What follows belongs to an exercise in optimizing a design on an open flow for small area, a short achievable clock period and few clock cycles per item; a production flow would make more cautious choices. RTL that was checked went through simulation tests only; none was proved equivalent to the original. Power figures rest on the tool's default switching activity, not on a simulated workload.

==> flow/design.v (excerpt) <==
module conv3x3_stream
#(
  parameter int DATA_W     = 8,
  parameter int COEF_W     = 8,
  parameter int NORM_SHIFT = 4
) (
  input  logic                  i_clk,
  input  logic                  i_rst,
  input  logic [9*DATA_W-1:0]   i_pixel_data,
  input  logic                  i_pixel_data_valid,
  input  logic                  i_pixel_data_last,
  output logic                  o_pixel_data_ready,
  output logic [DATA_W-1:0]     o_convolved_data,
  output logic                  o_convolved_data_valid,
  output logic                  o_convolved_data_last,
  output logic                  o_convolved_sat,
  input  logic                  i_out_ready,
  input  logic                  i_coef_we,
  input  logic [3:0]            i_coef_addr,
  input  logic [COEF_W-1:0]     i_coef_data,
  input  logic                  i_coef_commit,
  output logic                  o_cfg_pending
);
Settings: LEC_CHECK=0, CAP_MARGIN=20, CORE_MARGIN=2, CORE_UTILIZATION=40, SLEW_MARGIN=20, SYNTH_HIERARCHICAL=1; clock period 5.0 ns.
run.sh (not shown) runs the stock make flow with config.mk's settings and CLKGATE_MAP_FILE= SYNTH_SCRIPT=/design/flow/synth_recipe.tcl, a recipe that flattens the netlist after the stock synthesis.
The baseline went through all stages and came out clean.
Rerun with:
Settings changed: CTS_BUF_LIST set to sky130_fd_sc_hd__clkbuf_4 sky130_fd_sc_hd__clkbuf_8, SETUP_SLACK_MARGIN set to 2.0.
Combinational power increases by about a fifth.
Core utilization increases by 1.9 points.
First-iteration DRC count decreases slightly.
Sequential power increases slightly.
Final area increases by a few percent.
Setup slack improved by 0.57 ns.
Rerun with:
Settings changed: ABC_CLOCK_PERIOD_IN_PS set to 2500, CTS_BUF_LIST sky130_fd_sc_hd__clkbuf_4 sky130_fd_sc_hd__clkbuf_8 to unset, SETUP_SLACK_MARGIN 2.0 to unset.
- The changed run produced a clean layout
- final cell count shrinks by 2.5%
- via count falls by 3.0%
- setup slack degrades by 0.57 ns
- power went down by 7.6%
- cell area goes down by 4.0%
- synthesized area stays the same
- utilization came out lower by 1.9 points
- die area does not change
- non-clock buffer count shrinks by 35
- clock-buffer cell count went down by 55
Rerun with:
Settings changed: SETUP_SLACK_MARGIN set to 2.0.
After rerunning: Worst setup slack is better by 0.59 ns; via count rises by 1.2%; total power rises by 8.1%; count of clock-buffer cells in the layout rises by 3; fmax rises by 18%; worst hold slack is better by 0.0040 ns; final cell count rises by about 1.2%; synthesized cell count is unchanged; clock skew falls by 0.0092 ns; final area rises by about 4%.
Rerun with:
Settings changed: ABC_CLOCK_PERIOD_IN_PS 2500 to unset, SETUP_SLACK_MARGIN 2.0 to 2.6.
What happened: Sequential power barely changes; clock skew climbs by 0.027 ns; clock-buffer cell count decreases by 8; power went up by 5.5%; hold slack gets worse by 0.026 ns; register-to-register slack improves by 0.02 ns; wire length went up by 4.6%; worst setup slack improved by 0.019 ns; sequential share of layout area went down by 0.81 points.
Function was not checked in any run of this note: the RTL went through the layout flow alone.

conv3x3_stream, a different RTL version from the one above (not shown whole).
Size in the first run: ~2200 cells after synthesis, ~500 flip-flops, ~0.029 mm^2 of cells after synthesis.
make LEC_CHECK=0 CAP_MARGIN=20 CORE_MARGIN=2 CORE_UTILIZATION=55 CTS_CLUSTER_DIAMETER=80 CTS_CLUSTER_SIZE=22 SETUP_SLACK_MARGIN=2.4 SLEW_MARGIN=20 SYNTH_HIERARCHICAL=1 finish   # period 5.0 ns
Then changed:
--- a/flow/config.mk
+++ b/flow/config.mk
@@ -10,4 +10,4 @@
 export CORE_UTILIZATION = 55
-export CTS_CLUSTER_DIAMETER = 80
-export CTS_CLUSTER_SIZE = 22
+export CTS_CLUSTER_DIAMETER = 100
+export CTS_CLUSTER_SIZE = 30
 export SETUP_SLACK_MARGIN = 2.4
Result:
- The new run finished with timing, DRC and antenna clean
- design area drops by 0.45%
- combinational power is about the same
- sequential power is about the same
- count of clock-buffer cells in the layout went down by 10
- register-to-register slack hardly moves
- worst setup slack loses 0.0036 ns
- critical path depth is unchanged
- clock skew rose by 0.016 ns
- power decreases by 1.6%
Then changed:
--- a/flow/config.mk
+++ b/flow/config.mk
@@ -10,4 +10,2 @@
 export CORE_UTILIZATION = 55
-export CTS_CLUSTER_DIAMETER = 100
-export CTS_CLUSTER_SIZE = 30
 export SETUP_SLACK_MARGIN = 2.4
Effect: Routed wire length went up by 1.2%. Utilization went up by 2.2 points. Maximum frequency hardly moves. Setup slack loses 0.0073 ns. Sequential share of layout area went down by 1.2 points. Sequential cell count does not change. Synthesized cell count is unchanged. Non-clock buffer count does not change. Sequential power barely changes. Count of clock-buffer cells in the layout went up by 45. Cell area went up by 3.5%.
Then changed:
--- a/flow/config.mk
+++ b/flow/config.mk
@@ -9,3 +9,3 @@
 export CORE_MARGIN = 2
-export CORE_UTILIZATION = 55
+export CORE_UTILIZATION = 40
 export SETUP_SLACK_MARGIN = 2.4
Combinational power hardly moves.
Via count increases by 1.5%.
Routed wire length increases by about 4.5%.
Final cell count increases by about 9%.
Power increases by 1.0%.
Worst setup slack degrades by 0.033 ns.
Non-clock buffer count increases by 8.
No run of this note included a check of the RTL's function; only the layout flow was run.

Setup of wip/maple:
Another version of the RTL of conv3x3_stream (not shown whole).
Size: ~2,200 cells after synthesis, ~500 flip-flops, about 100 I/O pins.
Settings: LEC_CHECK=0, CAP_MARGIN=20, CORE_MARGIN=2, CORE_UTILIZATION=65, CTS_CLUSTER_DIAMETER=90, CTS_CLUSTER_SIZE=26, SETUP_SLACK_MARGIN=2.4, SLEW_MARGIN=20, SYNTH_HIERARCHICAL=1; clock period 5.0 ns.
Having completed the whole flow, wip/maple delivered a layout that passed the timing, design-rule and antenna checks.
Testbench counts of wip/maple, summed over its fixed seeds: cycles 4,136, items 4,096.
Edits applied to the flow inputs when going from wip/maple to wip/willow:
# wip/maple
export LEC_CHECK = 0
export CAP_MARGIN = 20
export CORE_MARGIN = 2
export CORE_UTILIZATION = 65
export CTS_CLUSTER_DIAMETER = 90
export CTS_CLUSTER_SIZE = 26
export SETUP_SLACK_MARGIN = 2.4
export SLEW_MARGIN = 20
export SYNTH_HIERARCHICAL = 1
create_clock -name core_clock -period 5.0 [get_ports {i_clk}]
# wip/willow
export LEC_CHECK = 0
export CAP_MARGIN = 20
export CORE_MARGIN = 2
export CORE_UTILIZATION = 55
export CTS_CLUSTER_DIAMETER = 80
export CTS_CLUSTER_SIZE = 22
export SETUP_SLACK_MARGIN = 2.5
export SLEW_MARGIN = 20
export SYNTH_HIERARCHICAL = 1
create_clock -name core_clock -period 5.0 [get_ports {i_clk}]
--- outcome ---
- For wip/maple, the launch point of the critical path was i_pixel_data[28], unlike wip/willow, where it was st1_q[59].
- Per the comparison of wip/willow with wip/maple, required time of the worst setup path went up 0.09 ns, final total power moved up, cell count +7.1%.
- The total net switching power in wip/willow sits about 1.3% above the value recorded for wip/maple.
Edits applied to the flow inputs when going from wip/willow to wip/lagoon:
# wip/willow
export LEC_CHECK = 0
export CAP_MARGIN = 20
export CORE_MARGIN = 2
export CORE_UTILIZATION = 55
export CTS_CLUSTER_DIAMETER = 80
export CTS_CLUSTER_SIZE = 22
export SETUP_SLACK_MARGIN = 2.5
export SLEW_MARGIN = 20
export SYNTH_HIERARCHICAL = 1
create_clock -name core_clock -period 5.0 [get_ports {i_clk}]
# wip/lagoon
export LEC_CHECK = 0
export CAP_MARGIN = 20
export CORE_MARGIN = 2
export CORE_UTILIZATION = 65
export CTS_CLUSTER_DIAMETER = 80
export CTS_CLUSTER_SIZE = 22
export PLACE_DENSITY = 0.75
export SETUP_SLACK_MARGIN = 2.5
export SLEW_MARGIN = 20
export SYNTH_HIERARCHICAL = 1
create_clock -name core_clock -period 5.0 [get_ports {i_clk}]
==> run summary <==
- Re sequential cell count: no difference whatsoever between wip/lagoon and wip/willow.
- Higher total length of routed met2 wires among wip/lagoon and wip/willow: wip/willow
- The lower combinational power of wip/lagoon and wip/willow is in wip/lagoon.
Input-level comparison between wip/cedar and wip/lagoon:
# wip/lagoon
export LEC_CHECK = 0
export CAP_MARGIN = 20
export CORE_MARGIN = 2
export CORE_UTILIZATION = 65
export CTS_CLUSTER_DIAMETER = 80
export CTS_CLUSTER_SIZE = 22
export PLACE_DENSITY = 0.75
export SETUP_SLACK_MARGIN = 2.5
export SLEW_MARGIN = 20
export SYNTH_HIERARCHICAL = 1
create_clock -name core_clock -period 5.0 [get_ports {i_clk}]
# wip/cedar
export LEC_CHECK = 0
export CAP_MARGIN = 20
export CORE_MARGIN = 2
export CORE_UTILIZATION = 65
export CTS_CLUSTER_DIAMETER = 80
export CTS_CLUSTER_SIZE = 22
export SETUP_SLACK_MARGIN = 2.5
export SLEW_MARGIN = 20
export SYNTH_HIERARCHICAL = 1
create_clock -name core_clock -period 5.0 [get_ports {i_clk}]
==> comparison <==
- Lower clock power goes to wip/cedar over wip/lagoon.
- Of wip/lagoon and wip/cedar, the run reporting the lower setup slack was wip/cedar.
- When wip/cedar is measured against wip/lagoon, its power consumed by combinational cells turns out about 1% higher.
- In terms of net count of the finished layout, wip/lagoon and wip/cedar differ only marginally.
- Diff wip/lagoon and wip/cedar: antenna diode count lower in wip/lagoon
Relative to wip/cedar, the following input files were edited for wip/ember:
# wip/cedar
export LEC_CHECK = 0
export CAP_MARGIN = 20
export CORE_MARGIN = 2
export CORE_UTILIZATION = 65
export CTS_CLUSTER_DIAMETER = 80
export CTS_CLUSTER_SIZE = 22
export SETUP_SLACK_MARGIN = 2.5
export SLEW_MARGIN = 20
export SYNTH_HIERARCHICAL = 1
create_clock -name core_clock -period 5.0 [get_ports {i_clk}]
# wip/ember
export LEC_CHECK = 0
export ABC_AREA = 1
export CAP_MARGIN = 20
export CORE_MARGIN = 2
export CORE_UTILIZATION = 65
export CTS_CLUSTER_DIAMETER = 80
export CTS_CLUSTER_SIZE = 22
export SETUP_SLACK_MARGIN = 2.5
export SLEW_MARGIN = 20
export SYNTH_HIERARCHICAL = 1
create_clock -name core_clock -period 5.0 [get_ports {i_clk}]
[summary]
In wip/ember, final-layout fill cell count is higher than in wip/cedar. Looking at wip/cedar and wip/ember, the final period demand of the worst path is a wash. wip/ember vs wip/cedar, worst setup path endpoint: st2_q[34] vs st2_q[29]. Diff wip/cedar -> wip/ember: routed wire length went up about 2.6%; clock network power share went up 1.0 points. wip/ember: fraction of area in non-clock buffers is 0.20 points higher than what wip/cedar reported.
Edits applied to the flow inputs when going from wip/ember to wip/juniper:
# wip/ember
export LEC_CHECK = 0
export ABC_AREA = 1
export CAP_MARGIN = 20
export CORE_MARGIN = 2
export CORE_UTILIZATION = 65
export CTS_CLUSTER_DIAMETER = 80
export CTS_CLUSTER_SIZE = 22
export SETUP_SLACK_MARGIN = 2.5
export SLEW_MARGIN = 20
export SYNTH_HIERARCHICAL = 1
create_clock -name core_clock -period 5.0 [get_ports {i_clk}]
# wip/juniper
export LEC_CHECK = 0
export CAP_MARGIN = 10
export CORE_MARGIN = 2
export CORE_UTILIZATION = 65
export CTS_CLUSTER_DIAMETER = 90
export CTS_CLUSTER_SIZE = 26
export SETUP_SLACK_MARGIN = 2.5
export SLEW_MARGIN = 10
export SYNTH_HIERARCHICAL = 1
create_clock -name core_clock -period 5.0 [get_ports {i_clk}]
- Against wip/ember, wip/juniper comes in 10 higher on count of non-CTS buffers in the layout.
- Cell count down 301 in wip/juniper wrt wip/ember
- Taking wip/ember as the reference, in wip/juniper growth of design area from synthesis to finish lower, synthesized cell count fell 261, routed length per placed instance went up by 7.7%.

## 10-10
Another version of the RTL of conv3x3_stream (not shown whole).
Size in the first run: about 2300 cells after synthesis, ~100 I/O pins, ~29000 um^2 of cells after synthesis.
Settings: LEC_CHECK=0, CAP_MARGIN=20, CORE_MARGIN=2, CORE_UTILIZATION=65, CTS_CLUSTER_DIAMETER=80, CTS_CLUSTER_SIZE=22, SETUP_SLACK_MARGIN=2.5, SLEW_MARGIN=20, SYNTH_HIERARCHICAL=1; clock period 5.0 ns.
No stage failed in 10-10, and the final checks on the layout all came back clean.
## Diff of input files: 06-11 against 10-10
- SETUP_SLACK_MARGIN now 2.6, was 2.5
--- outcome ---
- 06-11 has logic gate share of total power above what 10-10 had.
- Average via count per standard cell across 10-10 and 06-11: no real change.
- Re fraction of area in non-clock buffers: 10-10 and 06-11 aren't equal, and the lower value belongs to 10-10.
- 06-11 finished end to end and its layout was clean on timing, DRC and antenna.
No functional check of the RTL was part of any run of this note.

job 9164:
RTL: one of the versions met above, not the one the previous note started from.
Size: roughly 2,200 cells after synthesis, ~100 I/O pins, roughly 0.028 mm^2 of cells after synthesis.
Settings: LEC_CHECK=0, CAP_MARGIN=20, CORE_MARGIN=2, CORE_UTILIZATION=75, CTS_CLUSTER_DIAMETER=80, CTS_CLUSTER_SIZE=22, PLACE_DENSITY=0.8, SETUP_SLACK_MARGIN=2.5, SLEW_MARGIN=20, SYNTH_HIERARCHICAL=1; clock period 5.0 ns.
Testbench counts of job 9164, summed over its fixed seeds: cycles 4,136, items 4,096.
Here is what was changed in the inputs of job 5667 compared with job 9164.
- CTS_CLUSTER_DIAMETER: 80 -> 90
- CTS_CLUSTER_SIZE: 22 -> 26
- PLACE_DENSITY: 0.8 -> unset
- CORE_UTILIZATION: 75 -> 65
==> comparison <==
Lower die area goes to job 9164 over job 5667.
Hold slack of job 9164 is on par with job 5667.
Between job 5667 and job 9164, the core utilization is higher for job 9164.
Job 5667 vs job 9164 — total length of routed met3 wires dropped about 30%.
Higher post-layout minimum cycle time was reported by job 9164, not job 5667.
Job 5667 consumes less power than job 9164 does.
Between job 5667 and job 9164, it is job 5667 whose sequential power is lower, by about 2%.
## Diff of input files: job 6135 against job 5667
- an added GPL_ROUTABILITY_DRIVEN of 0
Notes after the runs:
Delta (job 6135 minus job 5667): register-to-register slack +0.03 ns, global-route wire length before repair -1.1%, wire length reported by the detailed router -about 2.5%.
Delta (job 6135 minus job 5667): share of total power in combinational logic shrank by 0.5 points, worst supply voltage drop on vdd saw a decrease.
Pin count of the biggest net entering global routing for job 6135 is higher than for job 5667.
[compare] base=job 5667 new=job 6135: slack of the critical path increased by 0.025 ns relative to the old numbers; number of antenna violations at the first check in global routing dropped 7.

conv3x3_stream, a different RTL version from the one above (not shown whole).
For scale: roughly 2300 cells after synthesis, about 0.028 sq mm of cells after synthesis.
make LEC_CHECK=0 CAP_MARGIN=20 CORE_MARGIN=2 CORE_UTILIZATION=65 CTS_CLUSTER_DIAMETER=90 CTS_CLUSTER_SIZE=26 SETUP_SLACK_MARGIN=2.6 SLEW_MARGIN=20 SYNTH_HIERARCHICAL=1 finish   # period 5.0 ns
The first run completed with no timing, DRC or antenna violations.
==> next run, changes <==
Settings changed: SETUP_SLACK_MARGIN 2.6 to 2.5.
What happened: The new run ran to the end with no violations. Total power came out lower by 1.4%. Setup slack got worse by 0.023 ns. Design area went down by 2.1%. Global-route usage drops by 1.1 points. Combinational power falls by 2.9%.
No run of this note included a check of the RTL's function; only the layout flow was run.

try-juniper:
conv3x3_stream, a different RTL version from the one above (not shown whole).
Size in the first run: roughly 500 flip-flops, roughly 100 I/O pins, about 0.028 mm² of cells after synthesis.
clock: 5.0 ns
lec_check: 0
cap_margin: 20
core_margin: 2
core_utilization: 55
cts_cluster_diameter: 80
cts_cluster_size: 22
setup_slack_margin: 2.0
slew_margin: 20
synth_hierarchical: 1
Testbench counts of try-juniper, summed over its fixed seeds: cycles 4,136, items 4,096.
diff inputs: try-juniper => try-raven
# try-juniper
export LEC_CHECK = 0
export CAP_MARGIN = 20
export CORE_MARGIN = 2
export CORE_UTILIZATION = 55
export CTS_CLUSTER_DIAMETER = 80
export CTS_CLUSTER_SIZE = 22
export SETUP_SLACK_MARGIN = 2.0
export SLEW_MARGIN = 20
export SYNTH_HIERARCHICAL = 1
create_clock -name core_clock -period 5.0 [get_ports {i_clk}]
# try-raven
export LEC_CHECK = 0
export CAP_MARGIN = 20
export CORE_MARGIN = 2
export CORE_UTILIZATION = 55
export CTS_CLUSTER_DIAMETER = 80
export CTS_CLUSTER_SIZE = 22
export SETUP_SLACK_MARGIN = 2.4
export SLEW_MARGIN = 20
export SYNTH_HIERARCHICAL = 1
create_clock -name core_clock -period 5.0 [get_ports {i_clk}]
--- outcome ---
try-raven vs try-juniper — final period utilization dropped 7.7 points.
The net switching share of the total power on try-juniper is in line with that on try-raven.
The core of try-raven is more densely filled than that of try-juniper.
Changes observed in try-raven relative to try-juniper: slew at the pin closest to its max-slew limit lower, total of plain and repair buffers excluding clock buffers went up, total of clock buffers placed in the layout now sits lower.
[compare] base=try-juniper new=try-raven: post-route minimum period decreased 0.39 ns; worst setup slack before clock tree synthesis decreased 0.0062 ns; routed wire length essentially unchanged; multi-input logic portion of the cell area increased 2.1 points; final instance count without filler cells essentially unchanged.
try-juniper closes out successfully: all stages finished, all timing, DRC and antenna checks passed.
try-raven has completed all stages; timing, DRC and antenna checks passed.

## what the ideal ports hide
How much do the figures lean on ideal ports? The routed layouts below were timed once more, with nothing changed but the port constraints.
Step 1: set_driving_cell puts a clkbuf_16 on i_clk and a buf_2 on each other input, an assumption about the parent block.
Step 2 times the ports against the registers' clock, not the clock port: input delays grow and output delays shrink by t, the midpoint of the rising clock arrivals with the driver on.
Three values: ideal, step 1, step 2; two values: the first two.
| run | shift t [ns] | setup slack, ns | worst hold slack (ns) | worst slew at a driven data input, ns |
|---|---|---|---|---|
| the first run of note 1 | 0.700 | 1.171 / 1.171 / 1.171 | 0.324 / 0.324 / 0.324 | 0.04 |
| the second run of note 1 | 0.756 | 1.739 / 1.739 / 1.526 | 0.332 / 0.332 / 0.332 | 0.04 |
| the third run of note 1 | 0.700 | 1.171 / 1.171 / 1.171 | 0.324 / 0.324 / 0.324 | 0.04 |
| the fourth run of note 1 | 0.706 | 1.758 / 1.758 / 1.517 | 0.328 / 0.328 / 0.328 | 0.04 |
| the fifth run of note 1 | 0.705 | 1.777 / 1.777 / 1.777 | 0.302 / 0.302 / 0.302 | 0.10 |
| the first run of note 2 | 0.666 | 2.384 / 2.396 / 1.758 | 0.330 / 0.330 / 0.330 | 0.08 |
| the second run of note 2 | 0.653 | 2.381 / 2.417 / 1.764 | 0.323 / 0.323 / 0.323 | 0.08 |
| the third run of note 2 | 0.662 | 2.373 / 2.415 / 1.753 | 0.327 / 0.327 / 0.327 | 0.08 |
| the fourth run of note 2 | 0.669 | 2.340 / 2.368 / 1.707 | 0.324 / 0.324 / 0.324 | 0.12 |
| wip/maple | 0.651 | 2.375 / 2.399 / 1.762 | 0.337 / 0.337 / 0.337 | 0.11 |
| wip/willow | 0.664 | 2.453 / 2.453 / 1.860 | 0.333 / 0.333 / 0.333 | 0.10 |
| wip/lagoon | 0.665 | 2.492 / 2.492 / 1.852 | 0.332 / 0.332 / 0.332 | 0.10 |
| wip/cedar | 0.659 | 2.471 / 2.471 / 1.843 | 0.336 / 0.336 / 0.336 | 0.10 |
| wip/ember | 0.663 | 2.473 / 2.465 / 1.801 | 0.331 / 0.331 / 0.331 | 0.10 |
| wip/juniper | 0.639 | 2.471 / 2.471 / 1.868 | 0.333 / 0.333 / 0.333 | 0.10 |
| 10-10 | 0.679 | 2.476 / 2.474 / 1.815 | 0.331 / 0.331 / 0.331 | 0.08 |
| 06-11 | 0.675 | 2.561 / 2.572 / 1.900 | 0.331 / 0.331 / 0.331 | 0.08 |
| job 9164 | 0.645 | 2.388 / 2.388 / 1.830 | 0.334 / 0.334 / 0.334 | 0.12 |
| job 5667 | 0.639 | 2.471 / 2.471 / 1.868 | 0.333 / 0.333 / 0.333 | 0.10 |
| job 6135 | 0.631 | 2.496 / 2.496 / 1.867 | 0.332 / 0.332 / 0.332 | 0.10 |
| the first run of note 6 | 0.647 | 2.511 / 2.528 / 1.895 | 0.333 / 0.333 / 0.333 | 0.08 |
| the second run of note 6 | 0.644 | 2.488 / 2.504 / 1.868 | 0.333 / 0.333 / 0.333 | 0.07 |
| try-juniper | 0.621 | 2.018 / 2.043 / 1.423 | 0.331 / 0.331 / 0.331 | 0.08 |
| try-raven | 0.669 | 2.405 / 2.396 / 1.727 | 0.327 / 0.327 / 0.327 | 0.09 |
After both steps setup and hold are still met in every run listed. The setup slack of try-raven, which loses most, moves by -0.009 ns with the drivers and by -0.678 ns with both steps.
